Context: an optimization exercise on an open-source flow, tuned for small area, a short achievable clock period and few clock cycles per item. The choices shown serve that exercise and are no tape-out recipe.
Only simulation tests tie the RTL to the original design; equivalence was not proved.
No activity file was given, so power comes from the tool's default toggle rates.

// heater_handle_supervisor
module heater_handle_supervisor (
  input  logic                         clk_i,
  input  logic                         rst_ni,
  input  logic                         in_valid_i,
  output logic                         in_ready_o,
  input  logic [hhs_pkg::InW-1:0]      in_data_i,
  output logic                         out_valid_o,
  input  logic                         out_ready_i,
  output logic [hhs_pkg::OutW-1:0]     out_data_o,
  input  logic                         cfg_valid_i,
  output logic                         cfg_ready_o,
  input  logic [hhs_pkg::CfgIdxW-1:0]  cfg_index_i,
  input  logic [hhs_pkg::CfgDataW-1:0] cfg_data_i
);
Size in the first run: roughly 1300 cells after synthesis, roughly 200 flip-flops, ~77 I/O pins, ~0.012 sq mm of cells after synthesis.
clock: 9.0 ns
lec_check: 0
cap_margin: 20
core_margin: 2
core_utilization: 40
cts_buf_list: sky130_fd_sc_hd__clkbuf_8
slew_margin: 20
standard.sh (not shown) runs the stock make flow with config.mk's settings and CLKGATE_MAP_FILE= SYNTH_SCRIPT=/design/flow/synth_recipe.tcl, a recipe that flattens the netlist after the stock synthesis.
==> flow/flow/run.sh <==
#!/bin/bash
# Layout: the standard flow (standard.sh, which runs the standard synthesis
# unchanged) with two settings changed: the ports are buffered with
# sky130_fd_sc_hd__buf_1 (buffer_ports' own pick is a delay buffer), and the
# timing repair aims for 6 ns of setup slack at the design's clock period.
# The make output goes to standard_flow.log; ORFS's logs stay under orfs/logs.
set -euo pipefail
bash standard.sh SETUP_SLACK_MARGIN=6 "BUFFER_PORTS_ARGS=-buffer_cell sky130_fd_sc_hd__buf_1" finish > standard_flow.log 2>&1
The first run completed without violations.
Testbench counts at the start, summed over its fixed seeds: cycles 16,024, items 16,000.
Change:
--- a/flow/design.v
+++ b/flow/design.v
@@ -423,17 +423,17 @@
   logic [8:0]  cool_lim;
   logic [7:0]  max_air_duty;
   logic [7:0]  sleep_fan_duty;
   logic        s0_valid_q;
   logic        s0_docked_q, s0_cold_q, s0_power_q;
   logic [9:0]  s0_temp_q;
   logic        s0_air_low_q;
   logic [7:0]  s0_level_q;
-  logic [1:0]  s0_cold_step_q, s0_hot_step_q;
+  logic [1:0]  s0_air_step_q;
   logic        in_cold;
   logic [4:0]  cold_step, hot_step, cfg_step;
   logic        s1_valid_q;
   logic        s1_docked_q, s1_cold_q, s1_sleep_cool_q, s1_air_low_q;
   logic        s1_hot_q, s1_cool_q, s1_fan_off_q;
   logic [7:0]  s1_duty_sel_q;
   logic [7:0]  air_duty, duty_sel;
   logic        sleep_cool;
@@ -490,26 +490,24 @@
     if (en0) begin
       s0_docked_q <= !in_data_i[37] && in_data_i[36];
       s0_cold_q   <= in_cold;
       s0_power_q  <= (in_data_i[35:34] == hhs_pkg::ModePower);
       s0_temp_q   <= in_data_i[33:24];
       s0_air_low_q <= in_data_i[23:16] < min_air;
     end
     if (cfg_valid_i) begin
-      s0_level_q     <= cfg_data_i[7:0];
-      s0_cold_step_q <= cfg_step[1:0];
-      s0_hot_step_q  <= cfg_step[1:0];
+      s0_level_q    <= cfg_data_i[7:0];
+      s0_air_step_q <= cfg_step[1:0];
     end else if (en0) begin
-      s0_level_q     <= in_cold ? in_data_i[7:0] : in_data_i[15:8];
-      s0_cold_step_q <= cold_step[1:0];
-      s0_hot_step_q  <= hot_step[1:0];
+      s0_level_q    <= in_cold ? in_data_i[7:0] : in_data_i[15:8];
+      s0_air_step_q <= in_cold ? cold_step[1:0] : hot_step[1:0];
     end
   end
-  assign air_duty = hhs_pkg::air_sum(s0_level_q, {3'b111, s0_cold_q ? s0_cold_step_q : s0_hot_step_q});
+  assign air_duty = hhs_pkg::air_sum(s0_level_q, {3'b111, s0_air_step_q});
   always_comb begin
     if (s0_cold_q || !s0_docked_q) begin
       duty_sel = air_duty;
     end else if (s0_temp_q >= hhs_pkg::TempFanHigh) begin
       duty_sel = sleep_fan_duty;
     end else if (s0_temp_q >= hhs_pkg::TempFanLow) begin
       duty_sel = {1'b0, hhs_pkg::temp_duty(s0_temp_q)};
     end else begin
Outcome:
- The changed run passed the timing, DRC and antenna checks
- critical path depth went up by 1
- die area hardly moves
- maximum frequency went down by 8.0%
- sequential power went down by about 3%
- utilization went down by 1.7 points
- cell area went down by 3.7%
- global-route usage went down by 0.26 points
- hold slack degrades by 53 ps
- synthesized cell count went up by 0.63%
- wire length went down by 3.2%
- cell count went down by 1.1%
- total power went down by 8.2%
- sequential share of layout area went up by 0.97 points
Testbench counts after the change, summed over its fixed seeds: cycles 16,024, items 16,000.

* * *

v9:
Another version of the RTL of heater_handle_supervisor (not shown whole).
Size in the first run: about 1200 cells after synthesis, about 190 flip-flops, ~77 I/O pins, about 12000 sq um of cells after synthesis.
==> module hhs_cfg_regs, before the edit <==
module hhs_cfg_regs (
  input  logic                         clk_i,
  input  logic                         rst_ni,
  input  logic                         we_i,
  input  logic [hhs_pkg::CfgIdxW-1:0]  idx_i,
  input  logic [hhs_pkg::CfgDataW-1:0] data_i,
  input  logic [7:0]                   level_i,
  input  logic [7:0]                   air_duty_i,
  output logic [15:0]                  sleep_ticks_o,
  output logic [14:0]                  error_ticks_o,
  output logic [9:0]                   max_temp_o,
  output logic [9:0]                   min_temp_o,
  output logic [7:0]                   min_air_o,
  output logic [8:0]                   cool_lim_o,
  output logic [7:0]                   max_air_duty_o,
  output logic [7:0]                   sleep_fan_duty_o
);
  logic pend_pto_q, pend_max_air_q, pend_sfl_q;
  logic [15:0] sleep_ticks_n_q;
  logic [14:0] error_ticks_n_q;
  logic [9:0]  max_temp_n_q;
  logic [7:0]  min_air_n_q;
  assign sleep_ticks_o = ~sleep_ticks_n_q;
  assign error_ticks_o = ~error_ticks_n_q;
  assign max_temp_o    = ~max_temp_n_q;
  assign min_air_o     = ~min_air_n_q;
  always_ff @(posedge clk_i or negedge rst_ni) begin
    if (!rst_ni) begin
      sleep_ticks_n_q <= ~hhs_pkg::RstSleepTicks;
      error_ticks_n_q <= ~hhs_pkg::RstErrorTicks;
      max_temp_n_q    <= ~hhs_pkg::RstMaxTemp;
      min_temp_o      <= hhs_pkg::RstMinTemp;
      min_air_n_q     <= ~hhs_pkg::RstMinAir;
    end else if (we_i) begin
      case (idx_i)
        3'd0: sleep_ticks_n_q <= ~data_i;
        3'd1: error_ticks_n_q <= ~data_i[14:0];
        3'd2: max_temp_n_q    <= ~data_i[9:0];
        3'd3: min_temp_o      <= data_i[9:0];
        3'd4: min_air_n_q     <= ~data_i[7:0];
        default: ;
      endcase
    end
  end
  always_ff @(posedge clk_i or negedge rst_ni) begin
    if (!rst_ni) begin
      pend_pto_q     <= 1'b0;
      pend_max_air_q <= 1'b0;
      pend_sfl_q     <= 1'b0;
    end else begin
      pend_pto_q     <= we_i && (idx_i == 3'd5);
      pend_max_air_q <= we_i && (idx_i == 3'd6);
      pend_sfl_q     <= we_i && (idx_i == 3'd7);
    end
  end
  always_ff @(posedge clk_i or negedge rst_ni) begin
    if (!rst_ni) begin
      cool_lim_o       <= hhs_pkg::RstCoolLim;
      max_air_duty_o   <= hhs_pkg::RstMaxAirDuty;
      sleep_fan_duty_o <= hhs_pkg::RstSleepFanDuty;
    end else begin
      if (pend_pto_q)     cool_lim_o       <= {1'b0, level_i} + 9'd70;
      if (pend_max_air_q) max_air_duty_o   <= air_duty_i;
      if (pend_sfl_q)     sleep_fan_duty_o <= air_duty_i;
    end
  end
endmodule
==> flow/config.mk <==
export PLATFORM = sky130hd
export DESIGN_NAME = heater_handle_supervisor
export DESIGN_NICKNAME = heater_handle_supervisor
export VERILOG_FILES = /design/flow/design.v
export SDC_FILE = /design/flow/constraint.sdc
export NUM_CORES = 4
export LEC_CHECK = 0
export CAP_MARGIN = 20
export CORE_MARGIN = 2
export CORE_UTILIZATION = 40
export CTS_BUF_LIST = sky130_fd_sc_hd__clkbuf_8
export SLEW_MARGIN = 20
==> flow/constraint.sdc <==
create_clock -name core_clock -period 9.0 [get_ports {clk_i}]
set_input_delay 1.8000 -clock core_clock [delete_from_list [all_inputs] [get_ports {clk_i}]]
set_output_delay 1.8000 -clock core_clock [all_outputs]
set_load 0.01 [all_outputs]
==> flow/flow/run.sh <==
#!/bin/bash
# Layout: the standard flow (standard.sh, which runs the standard synthesis
# unchanged) with two settings changed: the ports are buffered with
# sky130_fd_sc_hd__buf_1 (buffer_ports' own pick is a delay buffer), and the
# timing repair aims for 5.8 ns of setup slack at the design's clock period.
# The make output goes to standard_flow.log; ORFS's logs stay under orfs/logs.
set -euo pipefail
bash standard.sh SETUP_SLACK_MARGIN=5.8 "BUFFER_PORTS_ARGS=-buffer_cell sky130_fd_sc_hd__buf_1" finish > standard_flow.log 2>&1
Testbench counts of v9, summed over its fixed seeds: cycles 16,024, items 16,000.
The inputs of v19 differ from those of v9 as listed below.
==> flow/design.v, changed modules only <==
module hhs_cfg_regs (
  input  logic                         clk_i,
  input  logic                         rst_ni,
  input  logic                         we_i,
  input  logic [hhs_pkg::CfgIdxW-1:0]  idx_i,
  input  logic [hhs_pkg::CfgDataW-1:0] data_i,
  input  logic [7:0]                   level_i,
  input  logic [7:0]                   air_duty_i,
  output logic [15:0]                  sleep_ticks_o,
  output logic [14:0]                  error_ticks_o,
  output logic [9:0]                   max_temp_o,
  output logic [9:0]                   min_temp_o,
  output logic [7:0]                   min_air_o,
  output logic [8:0]                   cool_lim_o,
  output logic [7:0]                   max_air_duty_o,
  output logic [7:0]                   sleep_fan_duty_o
);
  logic pend_pto_q, pend_max_air_q, pend_sfl_q;
  always_ff @(posedge clk_i or negedge rst_ni) begin
    if (!rst_ni) begin
      sleep_ticks_o <= hhs_pkg::RstSleepTicks;
      error_ticks_o <= hhs_pkg::RstErrorTicks;
      max_temp_o    <= hhs_pkg::RstMaxTemp;
      min_temp_o    <= hhs_pkg::RstMinTemp;
      min_air_o     <= hhs_pkg::RstMinAir;
    end else if (we_i) begin
      case (idx_i)
        3'd0: sleep_ticks_o <= data_i;
        3'd1: error_ticks_o <= data_i[14:0];
        3'd2: max_temp_o    <= data_i[9:0];
        3'd3: min_temp_o    <= data_i[9:0];
        3'd4: min_air_o     <= data_i[7:0];
        default: ;
      endcase
    end
  end
  always_ff @(posedge clk_i or negedge rst_ni) begin
    if (!rst_ni) begin
      pend_pto_q     <= 1'b0;
      pend_max_air_q <= 1'b0;
      pend_sfl_q     <= 1'b0;
    end else begin
      pend_pto_q     <= we_i && (idx_i == 3'd5);
      pend_max_air_q <= we_i && (idx_i == 3'd6);
      pend_sfl_q     <= we_i && (idx_i == 3'd7);
    end
  end
  always_ff @(posedge clk_i or negedge rst_ni) begin
    if (!rst_ni) begin
      cool_lim_o       <= hhs_pkg::RstCoolLim;
      max_air_duty_o   <= hhs_pkg::RstMaxAirDuty;
      sleep_fan_duty_o <= hhs_pkg::RstSleepFanDuty;
    end else begin
      if (pend_pto_q)     cool_lim_o       <= {1'b0, level_i} + 9'd70;
      if (pend_max_air_q) max_air_duty_o   <= air_duty_i;
      if (pend_sfl_q)     sleep_fan_duty_o <= air_duty_i;
    end
  end
endmodule
--- outcome ---
Per the final summary, v19 finished and its layout is clean on timing, DRC and antenna.
Compared with v9, v19 shows post-place setup slack lower by 20 ps.
Status: overall track demand over capacity in global routing parity (v9, v19)
Compared with v9, synthesized cell count in v19 increased by a few percent.
sky130_fd_sc_hd__edfxtp_1 as the master of the slowest instance on the critical path was reported by v19, and sky130_fd_sc_hd__dfstp_2 by v9.
Against v9 as the reference, v19 delivers a lower insertion delay of the later-clocked pin in the worst-skew pair.
v19 reports a higher post-synthesis compound-gate area fraction than v9 does.
Testbench counts of v19, summed over its fixed seeds: cycles 16,024, items 16,000.

re-timing with driven ports:
No port has a modelled driver above. Below, the same layouts with a new extraction and two added sets of constraints.
Step 1 assumes that a clkbuf_16 drives the clock port and a buf_2 every other input.
Step 2 adds t to the input delays and takes it off the output delays; t is the mean of the earliest and latest rising clock arrival at the registers after step 1. Input paths then give back, and output paths get back, about the clock's delay inside the block.
a / b / c = ideal ports / drivers / drivers and shift; a / b = the first two.
run	t, ns	setup slack, ns	worst setup path at the end	slew at the worst register clock pin (ns)
the first run of note 1	0.510	5.914 / 5.926 / 5.416	input to register	0.12 / 0.12
the second run of note 1	0.518	5.646 / 5.650 / 5.133	input to register	0.11 / 0.11
v9	0.534	5.939 / 5.939 / 5.558	input to register	0.12 / 0.12
v19	0.506	5.904 / 5.904 / 5.546	input to register	0.11 / 0.11
After both steps setup and hold are still met in every run listed. For the second run of note 1, which loses most, drivers alone change the setup slack by +0.004 ns; drivers and shift together by -0.513 ns.
